Context: an optimization exercise on an open-source flow, tuned for small area and a short achievable clock period. The choices shown serve that exercise and are no tape-out recipe.
Only simulation tests tie the RTL to the original design; equivalence was not proved.
Power is estimated from default activity; no workload was simulated.

Design drp_responder, start of the top module:
module drp_responder #(
    parameter int LATENCY = 4    
) (
    input  logic        clk,
    input  logic        rst,
    input  logic        den,
    input  logic        dwe,
    input  logic [6:0]  daddr,
    input  logic [15:0] di,
    output logic [15:0] drp_do,
    output logic        drdy,
    input  logic        sample_valid,
    input  logic [5:0]  sample_chan,
    input  logic [11:0] sample_data,
    output logic        proto_err
);
    logic        p1, p2, p3;
    logic        busy, accept;
    logic [7:0]  a_hi;       
    logic [15:0] a_lo;       
    logic        we_r;
    logic [15:0] di_r;
    logic        s_v;
    logic [5:0]  s_ch;
    logic [11:0] s_d;
    logic        rst_r;
    logic [11:0] meas [64];
    logic [15:0] cfg  [64];
    logic [15:0] rd_data;
    logic [15:0] h_rdata;
    assign busy   = p1 | p2 | p3 | drdy;
    assign accept = den & ~busy & ~rst;
    always_ff @(posedge clk) begin
        if (rst) begin
            p1        <= 1'b0;
            p2        <= 1'b0;
            p3        <= 1'b0;
            drdy      <= 1'b0;
            proto_err <= 1'b0;
            s_v       <= 1'b0;
        end else begin
            p1        <= accept;
            p2        <= p1;
            p3        <= p2;
            drdy      <= p3;
            proto_err <= proto_err | (den & busy);
            s_v       <= sample_valid;
        end
    end
    always_ff @(posedge clk) begin
        rst_r <= rst;
        a_hi  <= 8'b1 << daddr[6:4];
        a_lo  <= 16'b1 << daddr[3:0];
        we_r  <= dwe;
        di_r  <= di;
        s_ch  <= sample_chan;
        s_d   <= sample_data;
    end
    logic [7:0]  g_sel;
    logic [11:0] gm_r [4];
    logic [15:0] gc_r [4];
    assign g_sel = we_r ? 8'h00 : a_hi;
    always_ff @(posedge clk) begin
        for (int j = 0; j < 4; j++) begin
            logic [11:0] gm;
            logic [15:0] gc;
            gm = 12'h000;
            gc = 16'h0000;
            for (int i = 0; i < 16; i++) begin
  ...
==> module drp_responder, before the edit <==
module drp_responder #(
    parameter int LATENCY = 4    
) (
    input  logic        clk,
    input  logic        rst,
    input  logic        den,
    input  logic        dwe,
    input  logic [6:0]  daddr,
    input  logic [15:0] di,
    output logic [15:0] drp_do,
    output logic        drdy,
    input  logic        sample_valid,
    input  logic [5:0]  sample_chan,
    input  logic [11:0] sample_data,
    output logic        proto_err
);
    logic        p1, p2, p3;
    logic        busy, accept;
    logic [7:0]  a_hi;       
    logic [15:0] a_lo;       
    logic        we_r;
    logic [15:0] di_r;
    logic        s_v;
    logic [5:0]  s_ch;
    logic [11:0] s_d;
    logic        rst_r;
    logic [11:0] meas [64];
    logic [15:0] cfg  [64];
    logic [15:0] rd_data;
    logic [15:0] h_rdata;
    assign busy   = p1 | p2 | p3 | drdy;
    assign accept = den & ~busy & ~rst;
    always_ff @(posedge clk) begin
        if (rst) begin
            p1        <= 1'b0;
            p2        <= 1'b0;
            p3        <= 1'b0;
            drdy      <= 1'b0;
            proto_err <= 1'b0;
            s_v       <= 1'b0;
        end else begin
            p1        <= accept;
            p2        <= p1;
            p3        <= p2;
            drdy      <= p3;
            proto_err <= proto_err | (den & busy);
            s_v       <= sample_valid;
        end
    end
    always_ff @(posedge clk) begin
        rst_r <= rst;
        a_hi  <= 8'b1 << daddr[6:4];
        a_lo  <= 16'b1 << daddr[3:0];
        we_r  <= dwe;
        di_r  <= di;
        s_ch  <= sample_chan;
        s_d   <= sample_data;
    end
    logic [7:0]  g_sel;
    logic [11:0] gm_r [4];
    logic [15:0] gc_r [4];
    assign g_sel = we_r ? 8'h00 : a_hi;
    always_ff @(posedge clk) begin
        for (int j = 0; j < 4; j++) begin
            logic [11:0] gm;
            logic [15:0] gc;
            gm = 12'h000;
            gc = 16'h0000;
            for (int i = 0; i < 16; i++) begin
                gm = gm | ({12{a_lo[i]}} & meas[16*j + i]);
                gc = gc | ({16{a_lo[i]}} & cfg[16*j + i]);
            end
            gm_r[j] <= {12{g_sel[j]}} & gm;
            gc_r[j] <= {16{g_sel[4 + j]}} & gc;
        end
    end
    always_comb begin
        rd_data = 16'h0000;
        for (int j = 0; j < 4; j++) begin
            rd_data = rd_data | {gm_r[j], 4'b0000} | gc_r[j];
        end
    end
    always_ff @(posedge clk) begin
        if (p2) h_rdata <= rd_data;
    end
    always_ff @(posedge clk) begin
        if (rst || !p3) drp_do <= 16'h0000;
        else            drp_do <= h_rdata;
    end
    logic [11:0] m_wd;
    logic [15:0] c_wd;
    assign m_wd = rst_r ? 12'h000 : s_d;
    assign c_wd = rst_r ? 16'h0000 : di_r;
    for (genvar g = 0; g < 64; g++) begin : g_regs
        logic m_ld, c_ld;
        assign m_ld = rst_r | (s_v && s_ch == 6'(g));
        assign c_ld = rst_r | (p1 && we_r && a_hi[4 + g / 16] && a_lo[g % 16]);
        always_ff @(posedge clk) begin
            if (m_ld) meas[g] <= m_wd;
        end
        always_ff @(posedge clk) begin
            if (c_ld) cfg[g] <= c_wd;
        end
    end
endmodule
clock: 4.0 ns
lec_check: 0
cap_margin: 20
core_margin: 2
core_utilization: 55
cts_cluster_diameter: 200
cts_cluster_size: 30
setup_slack_margin: 2.0
slew_margin: 20
run.sh (not shown) runs the stock make flow with config.mk's settings and CLKGATE_MAP_FILE= SYNTH_SCRIPT=/design/flow/synth_recipe.tcl, a recipe that flattens the netlist after the stock synthesis.
Then changed:
--- a/flow/design.v
+++ b/flow/design.v
@@ -13,50 +13,53 @@
     input  logic [5:0]  sample_chan,
     input  logic [11:0] sample_data,
     output logic        proto_err
 );
     logic        p1, p2, p3;
-    logic        busy, accept;
+    logic        busy, accept;   
     logic [7:0]  a_hi;       
     logic [15:0] a_lo;       
     logic        we_r;
     logic [15:0] di_r;
-    logic        s_v;
-    logic [5:0]  s_ch;
+    logic [3:0]  s_hi;       
+    logic [15:0] s_lo;       
     logic [11:0] s_d;
     logic        rst_r;
     logic [11:0] meas [64];
     logic [15:0] cfg  [64];
     logic [15:0] rd_data;
     logic [15:0] h_rdata;
-    assign busy   = p1 | p2 | p3 | drdy;
     assign accept = den & ~busy & ~rst;
     always_ff @(posedge clk) begin
         if (rst) begin
+            busy      <= 1'b0;
             p1        <= 1'b0;
             p2        <= 1'b0;
             p3        <= 1'b0;
             drdy      <= 1'b0;
             proto_err <= 1'b0;
-            s_v       <= 1'b0;
+            s_hi      <= 4'h0;
+            s_d       <= 12'h000;
+            di_r      <= 16'h0000;
         end else begin
+            busy      <= accept | p1 | p2 | p3;
             p1        <= accept;
             p2        <= p1;
             p3        <= p2;
             drdy      <= p3;
             proto_err <= proto_err | (den & busy);
-            s_v       <= sample_valid;
+            s_hi      <= sample_valid ? 4'b1 << sample_chan[5:4] : 4'h0;
+            s_d       <= sample_data;
+            di_r      <= di;
         end
     end
     always_ff @(posedge clk) begin
         rst_r <= rst;
         a_hi  <= 8'b1 << daddr[6:4];
         a_lo  <= 16'b1 << daddr[3:0];
         we_r  <= dwe;
-        di_r  <= di;
-        s_ch  <= sample_chan;
-        s_d   <= sample_data;
+        s_lo  <= 16'b1 << sample_chan[3:0];
     end
     logic [7:0]  g_sel;
     logic [11:0] gm_r [4];
     logic [15:0] gc_r [4];
     assign g_sel = we_r ? 8'h00 : a_hi;
@@ -87,15 +90,15 @@
         if (rst || !p3) drp_do <= 16'h0000;
         else            drp_do <= h_rdata;
     end
     logic [11:0] m_wd;
     logic [15:0] c_wd;
-    assign m_wd = rst_r ? 12'h000 : s_d;
-    assign c_wd = rst_r ? 16'h0000 : di_r;
+    assign m_wd = s_d;
+    assign c_wd = di_r;
     for (genvar g = 0; g < 64; g++) begin : g_regs
         logic m_ld, c_ld;
-        assign m_ld = rst_r | (s_v && s_ch == 6'(g));
+        assign m_ld = rst_r | (s_hi[g / 16] && s_lo[g % 16]);
         assign c_ld = rst_r | (p1 && we_r && a_hi[4 + g / 16] && a_lo[g % 16]);
         always_ff @(posedge clk) begin
             if (m_ld) meas[g] <= m_wd;
         end
         always_ff @(posedge clk) begin
Outcome:
- worst setup slack is worse by 8.7 ps
- register-to-register slack is worse by 20 ps
- power rose slightly
- cell area went down slightly
- sequential power came out higher slightly
- via count rises slightly
- core utilization drops by 0.57 points
- cell count goes down slightly
- clock power rises slightly
- synthesized cell count came out higher slightly

-- re-timing with driven ports --
Ports are ideal in the flow. The routed layouts listed here were re-timed in OpenROAD. Step 1: set_driving_cell puts a clkbuf_16 on clk and a buf_2 on each other input, an assumption about the parent block. Step 2 times the ports against the registers' clock, not the clock port: input delays grow and output delays shrink by t, the midpoint of the rising clock arrivals with the driver on. Three values: ideal ports, drivers, drivers and shift; two values: the first two.
run	t (ns)	setup slack, ns	worst setup path at the end	clock arrival spread, ns	worst register clock-pin slew, ns
the first run	0.772	1.992 / 1.914 / 1.529	input to register	0.050 / 0.050	0.12 / 0.12
the second run	0.768	1.984 / 1.917 / 1.471	input to register	0.034 / 0.033	0.12 / 0.12
After both steps setup and hold are still met in every run listed. For the second run, which loses most, drivers alone change the setup slack by -0.067 ns; drivers and shift together by -0.513 ns.
